What follows belongs to an exercise in optimizing a design on an open flow for small area and a short achievable clock period; a production flow would make more cautious choices. The RTL was checked by simulation tests, not by an equivalence proof against the original design. No activity file was given, so power comes from the tool's default toggle rates.

<file path="design/flow/constraint.sdc">
create_clock -name core_clock -period 6.0 [get_ports {clk}]
set_input_delay 1.2000 -clock core_clock [delete_from_list [all_inputs] [get_ports {clk}]]
set_output_delay 1.2000 -clock core_clock [all_outputs]
set_load 0.01 [all_outputs]
</file>
<file path="design/flow/design.v">
`default_nettype none
package bdpd_pkg;
    localparam int unsigned VALUE_W = 32;
    localparam int unsigned POS_W   = 16;
    localparam int unsigned COUNT_W = 7;
    typedef enum logic [1:0] {
        CMD_PUSH_FRONT = 2'd0,
        CMD_POP_FRONT  = 2'd1,
        CMD_POP_BACK   = 2'd2,
        CMD_DELETE_AT  = 2'd3
    } cmd_t;
    typedef enum logic [1:0] {
        ST_DONE    = 2'd0,
        ST_EMPTY   = 2'd1,
        ST_FULL    = 2'd2,
        ST_IGNORED = 2'd3
    } status_t;
    typedef enum logic [1:0] {
        CELL_HOLD   = 2'd0,
        CELL_PUSH   = 2'd1,
        CELL_REMOVE = 2'd2
    } cell_op_t;
    typedef struct packed {
        cell_op_t           op;
        logic [POS_W-1:0]   del_idx;
    } cell_ctl_t;
    typedef struct packed {
        cmd_t                       command;
        logic signed [VALUE_W-1:0]  value;
        logic signed [POS_W-1:0]    position;
    } in_word_t;
    typedef struct packed {
        status_t                    status;
        logic [COUNT_W-1:0]         count;
        logic signed [VALUE_W-1:0]  front_value;
        logic signed [VALUE_W-1:0]  back_value;
    } out_word_t;
endpackage
`default_nettype wire
`default_nettype none
module bdpd_cell #(
    parameter int INDEX = 0
) (
    input  wire logic                                    clk,
    input  wire logic                                    rst_n,
    input  wire bdpd_pkg::cell_ctl_t                     ctl,
    input  wire logic signed [bdpd_pkg::VALUE_W-1:0]     left_value,
    input  wire logic                                    left_valid,
    input  wire logic signed [bdpd_pkg::VALUE_W-1:0]     right_value,
    input  wire logic                                    right_valid,
    output logic signed [bdpd_pkg::VALUE_W-1:0]          value,
    output logic                                         valid,
    output logic                                         last
);
    logic signed [bdpd_pkg::VALUE_W-1:0] value_reg;
    logic signed [bdpd_pkg::VALUE_W-1:0] value_next;
    logic                                valid_reg;
    logic                                valid_next;
    logic                                at_or_after;
    assign at_or_after = (bdpd_pkg::POS_W'(INDEX) >= ctl.del_idx);
    always_comb
    begin
        value_next = value_reg;
        valid_next = valid_reg;
        case (ctl.op)
            bdpd_pkg::CELL_PUSH:
            begin
                value_next = left_value;
                valid_next = left_valid;
            end
            bdpd_pkg::CELL_REMOVE:
            begin
                if (at_or_after)
                begin
                    value_next = right_value;
                    valid_next = right_valid;
                end
            end
            default:
            begin
                value_next = value_reg;
                valid_next = valid_reg;
            end
        endcase
    end
    always_ff @(posedge clk)
    begin
        value_reg <= value_next;
    end
    always_ff @(posedge clk or negedge rst_n)
    begin
        if (!rst_n)
        begin
            valid_reg <= 1'b0;
        end
        else
        begin
            valid_reg <= valid_next;
        end
    end
    assign value = value_reg;
    assign valid = valid_reg;
    assign last  = valid_reg & ~right_valid;
endmodule
`default_nettype wire
`default_nettype none
module bdpd_ctrl #(
    parameter int DEPTH   = 64,
    parameter int COUNT_W = $clog2(DEPTH + 1)
) (
    input  wire logic                  clk,
    input  wire logic                  rst_n,
    input  wire logic                  start,
    input  wire bdpd_pkg::in_word_t    item,
    output bdpd_pkg::cell_ctl_t        ctl,
    output logic [COUNT_W-1:0]         count,
    output bdpd_pkg::status_t          status,
    output logic                       done
);
    logic [COUNT_W-1:0]           count_reg;
    logic [COUNT_W-1:0]           count_next;
    bdpd_pkg::status_t            status_reg;
    bdpd_pkg::status_t            status_next;
    logic                         done_reg;
    logic                         done_next;
    logic [bdpd_pkg::POS_W-1:0]   pos_idx;
    logic                         is_empty;
    logic                         is_full;
    assign is_empty = (count_reg == '0);
    assign is_full  = (count_reg == COUNT_W'(DEPTH));
    assign pos_idx = (item.position == '0) ? '0
                   : (bdpd_pkg::POS_W'(item.position) - bdpd_pkg::POS_W'(1));
    always_comb
    begin
        ctl.op      = bdpd_pkg::CELL_HOLD;
        ctl.del_idx = '0;
        count_next  = count_reg;
        status_next = status_reg;
        done_next   = start;
        if (start)
        begin
            status_next = bdpd_pkg::ST_DONE;
            case (item.command)
                bdpd_pkg::CMD_PUSH_FRONT:
                begin
                    if (is_full)
                    begin
                        status_next = bdpd_pkg::ST_FULL;
                    end
                    else
                    begin
                        ctl.op     = bdpd_pkg::CELL_PUSH;
                        count_next = count_reg + COUNT_W'(1);
                    end
                end
                bdpd_pkg::CMD_POP_FRONT:
                begin
                    if (is_empty)
                    begin
                        status_next = bdpd_pkg::ST_EMPTY;
                    end
                    else
                    begin
                        ctl.op     = bdpd_pkg::CELL_REMOVE;
                        count_next = count_reg - COUNT_W'(1);
                    end
                end
                bdpd_pkg::CMD_POP_BACK:
                begin
                    if (is_empty)
                    begin
                        status_next = bdpd_pkg::ST_EMPTY;
                    end
                    else
                    begin
                        ctl.op      = bdpd_pkg::CELL_REMOVE;
                        ctl.del_idx = bdpd_pkg::POS_W'(count_reg - COUNT_W'(1));
                        count_next  = count_reg - COUNT_W'(1);
                    end
                end
                bdpd_pkg::CMD_DELETE_AT:
                begin
                    if (is_empty)
                    begin
                        status_next = bdpd_pkg::ST_EMPTY;
                    end
                    else if (item.position[bdpd_pkg::POS_W-1])
                    begin
                        status_next = bdpd_pkg::ST_IGNORED;
                    end
                    else if (pos_idx >= bdpd_pkg::POS_W'(count_reg))
                    begin
                        status_next = bdpd_pkg::ST_IGNORED;
                    end
                    else
                    begin
                        ctl.op      = bdpd_pkg::CELL_REMOVE;
                        ctl.del_idx = pos_idx;
                        count_next  = count_reg - COUNT_W'(1);
                    end
                end
                default:
                begin
                    status_next = bdpd_pkg::ST_DONE;
                end
            endcase
        end
    end
    always_ff @(posedge clk or negedge rst_n)
    begin
        if (!rst_n)
        begin
            count_reg  <= '0;
            status_reg <= bdpd_pkg::ST_DONE;
            done_reg   <= 1'b0;
        end
        else
        begin
            count_reg  <= count_next;
            status_reg <= status_next;
            done_reg   <= done_next;
        end
    end
    assign count  = count_reg;
    assign status = status_reg;
    assign done   = done_reg;
endmodule
`default_nettype wire
`default_nettype none
module bounded_deque_positional_delete_core #(
    parameter int DEPTH = 32
) (
    input  wire logic                  clk,
    input  wire logic                  rst_n,
    input  wire logic                  start,
    input  wire logic [49:0]           item,
    output logic                       busy,
    output logic                       done,
    output logic [72:0]                result
);
    bdpd_pkg::in_word_t                    item_w;
    bdpd_pkg::out_word_t                   result_w;
    assign item_w      = item;
    assign result = result_w;
    localparam int COUNT_W = $clog2(DEPTH + 1);
    bdpd_pkg::cell_ctl_t                   ctl;
    logic [COUNT_W-1:0]                    count;
    bdpd_pkg::status_t                     status;
    logic signed [bdpd_pkg::VALUE_W-1:0]   cell_value [DEPTH];
    logic [DEPTH-1:0]                      cell_valid;
    logic [DEPTH-1:0]                      cell_last;
    logic signed [bdpd_pkg::VALUE_W-1:0]   back_word;
    bdpd_ctrl #(
        .DEPTH   (DEPTH),
        .COUNT_W (COUNT_W)
    ) u_ctrl (
        .clk    (clk),
        .rst_n  (rst_n),
        .start  (start),
        .item   (item_w),
        .ctl    (ctl),
        .count  (count),
        .status (status),
        .done   (done)
    );
    for (genvar i = 0; i < DEPTH; i++)
    begin : g_cell
        logic signed [bdpd_pkg::VALUE_W-1:0] lv;
        logic signed [bdpd_pkg::VALUE_W-1:0] rv;
        logic                                lok;
        logic                                rok;
        if (i == 0)
        begin : g_first
            assign lv  = item_w.value;
            assign lok = 1'b1;
        end
        else
        begin : g_mid_l
            assign lv  = cell_value[i-1];
            assign lok = cell_valid[i-1];
        end
        if (i == DEPTH - 1)
        begin : g_last
            assign rv  = '0;
            assign rok = 1'b0;
        end
        else
        begin : g_mid_r
            assign rv  = cell_value[i+1];
            assign rok = cell_valid[i+1];
        end
        bdpd_cell #(
            .INDEX (i)
        ) u_cell (
            .clk         (clk),
            .rst_n       (rst_n),
            .ctl         (ctl),
            .left_value  (lv),
            .left_valid  (lok),
            .right_value (rv),
            .right_valid (rok),
            .value       (cell_value[i]),
            .valid       (cell_valid[i]),
            .last        (cell_last[i])
        );
    end
    always_comb
    begin
        back_word = '0;
        for (int i = 0; i < DEPTH; i++)
        begin
            back_word = back_word | (cell_last[i] ? cell_value[i] : '0);
        end
    end
    assign busy               = 1'b0;
    assign result_w.status      = status;
    assign result_w.count       = bdpd_pkg::COUNT_W'(count);
    assign result_w.front_value = cell_valid[0] ? cell_value[0] : '0;
    assign result_w.back_value  = back_word;
endmodule
`default_nettype wire
</file>
<file path="design/flow/run.sh">
#!/bin/bash
# synth_recipe.tcl (not shown) runs the flow's synth.tcl, then flattens the netlist and writes it again
# the make line also repeats each setting of config.mk as NAME=value (left out here)
make -C /OpenROAD-flow-scripts/flow DESIGN_CONFIG=/design/flow/config.mk WORK_HOME=/design/flow/orfs CLKGATE_MAP_FILE= SYNTH_SCRIPT=/design/flow/synth_recipe.tcl finish
</file>
<file path="design/flow/config.mk">
export PLATFORM = sky130hd
export DESIGN_NAME = bounded_deque_positional_delete_core
export DESIGN_NICKNAME = bounded_deque_positional_delete_core
export VERILOG_FILES = /design/flow/design.v
export SDC_FILE = /design/flow/constraint.sdc
export NUM_CORES = 4
export LEC_CHECK = 0
export CAP_MARGIN = 20
export CORE_MARGIN = 2
export CORE_UTILIZATION = 35
export PLACE_DENSITY = 0.5
export SLEW_MARGIN = 20
</file>
==> results.txt <==
total negative slack 0 ns; I/O Buffers 125; GR Util All Layers 28.8%; Mapped Area 0.0524 mm²; # IOs 128; cell taking the most area after synthesis edfxtp_1; antenna-violating nets left 0; critical path class in2reg; Die Y 391 µm; gr ovfl total 0; Initial Util 35.4%; Post-Place Cells 7,512; core area 0.148 mm²; Clock Path Buffers 3; Crit. End Element flop; DP Wirelength 143 mm; Final nets 5,769; setup bufs post-CTS 0; max reg flops 1,024; number of global-route vias before repair 41,600; final core occ 42.2%; non-filler instance count after layout 7,726; num rows 141; RSZ-0062 raised after global routing false; reg2reg setup slack 1.75 ns; Setup violations, final 0; clock sink count 1,065; Final Max Slew Viols 0; CP arrival 5.83 ns; wire per inst 29.1 µm; layout cell share with drive strength beyond 1 9.34%; Power Density 440 mW/mm²; most area-consuming cells after synthesis edfxtp_1, nand2_1, a22oi_1; Synth top area share 58.7%; H-tree depth 3; Worst slew margin 20.9%; 1st-iter DRT viols 6,651; Post-Syn Area per Cell 9.48 µm²; status finished clean; initial antenna violation count 4; sequential area share after synthesis 60.6%; worst skew pair latency 0.78 ns; slowest CP cell or4_4; Clock Pin Slew Worst Setup and Hold Paths 0.06 ns; global-route wire length before repair 315 mm; Post-synth top flop edfxtp_1; max-capacitance violation count 0; clk root buf clkbuf_16; count of cell types in the netlist 67; maximum fanout along the worst path 15; critical path buffer and inverter count 4; number of synthesized flops with an enable pin 1,024; Layout area overhead 19.3%; CTS tree yes; fin crit share 90.1%; final hold vios 0; DR vias 44,500; Peak supply drop 0.409 mV; HP Class in2async; Final Cell Area 0.0625 mm²; CTS buffer count 114; synthesized instance count 5,525; # DRC 0; routed wire length 225 mm; Slew @ Worst Pin 1.19 ns; # hold bufs at CTS 0; Die ar. 0.153 mm²; largest net degree at the start of global routing 163; DRT Pass-1 Iters 6; fmax 0.185 GHz; async set-reset flop share out of synthesis 3.85%; Leak Pwr 25.8 nW; Period minus WS final 5.41 ns; gpl congestion 0.877; crit-path cells clkdlybuf4s50_1 -> or4_4 -> nor2_1 -> and4_1 -> nor2_1 -> ha_1 -> a2111oi_0 -> nor3_1 -> nor4_4 -> nand4_1 -> a221oi_2 -> buf_4 -> nand3_2 -> buf_4 -> o21ai_4 -> buf_12; Post-CTS Resized 0; YS warnings 35; Die W 391 µm; crit start category primary input; skew final 0.0462 ns; Slowest Stage Delay on Critical Path 0.60 ns; Crit path max-delay family simple AND/OR/NAND/NOR gates; #FFs+latches synth 1,065; Required @ worst endpoint 6.42 ns; Post-Place Cell Area 0.0589 mm²; Via density 5.76
## path summary, 6_finish.rpt
check / to / startpoint / depth (start not counted)
setup / recovery: g_cell[17].u_cell.value_reg[28]$_DFFE_PP_ / item[9] / 16
hold / removal: g_cell[6].u_cell.valid_reg$_DFFE_PN0P_ / rst_n / 1
setup reg to reg: g_cell[17].u_cell.value_reg[28]$_DFFE_PP_ / u_ctrl.count_reg[0]$_DFFE_PN0P_ / 12
hold reg to reg: u_ctrl.status_reg[0]$_DFFE_PN0P_ / u_ctrl.status_reg[0]$_DFFE_PN0P_ / 2
max in group asynchronous: g_cell[0].u_cell.valid_reg$_DFFE_PN0P_ / rst_n / 1
min in group core_clock: u_ctrl.status_reg[0]$_DFFE_PN0P_ / u_ctrl.status_reg[0]$_DFFE_PN0P_ / 2
## routing by layer
metal | routed length, µm | vias up | track usage (%)
li1 | - | 19400 | -
met4 | 9660 | 0 | 11.0
met5 | 0 | - | 0
met1 | 93300 | 21900 | 40.9
met2 | 98700 | 2689 | 43.7
met3 | 23300 | 502 | 5.31
## layout make-up
| class | instances | area [µm²] |
|---|---|---|
| Antenna cell | 2 | 5.00 |
| Clock inverter | 77 | 674 |
| Fill cell | 14400 | 85700 |
| Multi-Input combinational cell | 4092 | 19500 |
| Timing Repair Buffer | 403 | 5070 |
| Clock buffer | 134 | 2950 |
| Tap cell | 1930 | 2410 |
| Inverter | 23 | 88.8 |
| Sequential cell | 1065 | 31800 |
## metrics by stage
step	setup WS (ns)	hold WS [ns]	power (mW)
after floorplan	-0.208	0.501	14.8
after global placement	-0.321	0.493	20.1
after detailed placement	-0.130	0.481	20.2
after CTS	0.639	0.505	27.3
after global routing	0.284	0.495	28.3
final	0.595	0.463	27.5
## cell families after synthesis
| logic type | synth area share (%) |
|---|---|
| other | 0.00716 |
| adder cells (fa/ha/maj) | 0.420 |
| AO/OA/AOI/OAI | 9.05 |
| AND/OR/NAND/NOR | 26.0 |
| multiplexers | 0.657 |
| flip-flops | 60.6 |
| XOR/XNOR | 0.234 |
| buffers and inverters | 3.02 |
## where the power goes
part | internal, mW | switching (mW)
clock network | 3.89 | 3.22
logic | 3.18 | 6.41
registers | 9.70 | 1.11
## Yosys cell counts (3+ instances only)
| library cell | n |
|---|---|
| clkbuf_1 | 170 |
| buf_1 | 29 |
| buf_4 | 6 |
| a21o_1 | 6 |
| nor2b_1 | 33 |
| nor2_1 | 27 |
| nand3_1 | 127 |
| ha_1 | 16 |
| xor2_1 | 4 |
| nor3_1 | 8 |
| buf_2 | 141 |
| inv_1 | 22 |
| nand2_1 | 3083 |
| dfrtp_1 | 41 |
| mux2_2 | 17 |
| a31oi_1 | 5 |
| o211ai_1 | 3 |
| and2_1 | 68 |
| nand4_1 | 19 |
| xnor2_1 | 10 |
| a22o_1 | 116 |
| a21oi_1 | 20 |
| o21ai_1 | 11 |
| a22oi_1 | 280 |
| edfxtp_1 | 1024 |
| and4_1 | 3 |
| a31o_2 | 4 |
| o22ai_1 | 5 |
| a221oi_1 | 116 |
| o21ai_0 | 7 |
| nor4_1 | 5 |
| or4_1 | 34 |
| mux2_1 | 10 |
| o21ai_2 | 10 |
| and3_1 | 4 |
## placed cells by master (no fill, tap or decap), types with 115 or more instances in the layout
cell type        count
clkbuf_16          115
a22o_1             116
edfxtp_1          1024
nand2_1           3081
buf_12             137
a221oi_1           116
clkdlybuf4s50_1    124
buf_4              141
nand3_1            127
a22oi_1            280
## worst register-to-register path, stage by stage, from the launching register on
cell	delay (ns)
dfrtp_1	0.58
inv_1	0.13
ha_1	0.21
nor4b_1	0.56
nand2_1	0.31
nand3b_1	0.16
a21oi_1	0.12
and4_1	0.28
o21ai_1	0.50
nand3_2	0.14
buf_4	0.22
o21ai_4	0.41
buf_12	0.28

==> static timing again, ports no longer ideal <==
In the flow no input, the clock included, has a driving cell. The finished layout below was timed again as built, in two steps. Step 1 (the two cells are an assumption about what drives the block):
set clk [get_ports {clk}]
set_driving_cell -lib_cell sky130_fd_sc_hd__clkbuf_16 $clk
set_driving_cell -lib_cell sky130_fd_sc_hd__buf_2 [delete_from_list [all_inputs] $clk]
Step 2 adds t to the input delays and takes it off the output delays; t is the mean of the earliest and latest rising clock arrival at the registers after step 1. Input paths then give back, and output paths get back, about the clock's delay inside the block. Three values: no drivers, after step 1, after step 2; two values: the first two.
t, ns: 0.837
setup slack, ns: 0.595 / 0.639 / -0.181
worst hold slack (ns): 0.463 / 0.400 / 0.502
clock arrival spread, ns: 0.059 / 0.059
worst register clock-pin slew, ns: 0.07 / 0.07
With both steps, setup timing fails in this run, where it was met with ideal ports. The setup slack of this run moves by +0.044 ns with the drivers and by -0.776 ns with both steps.
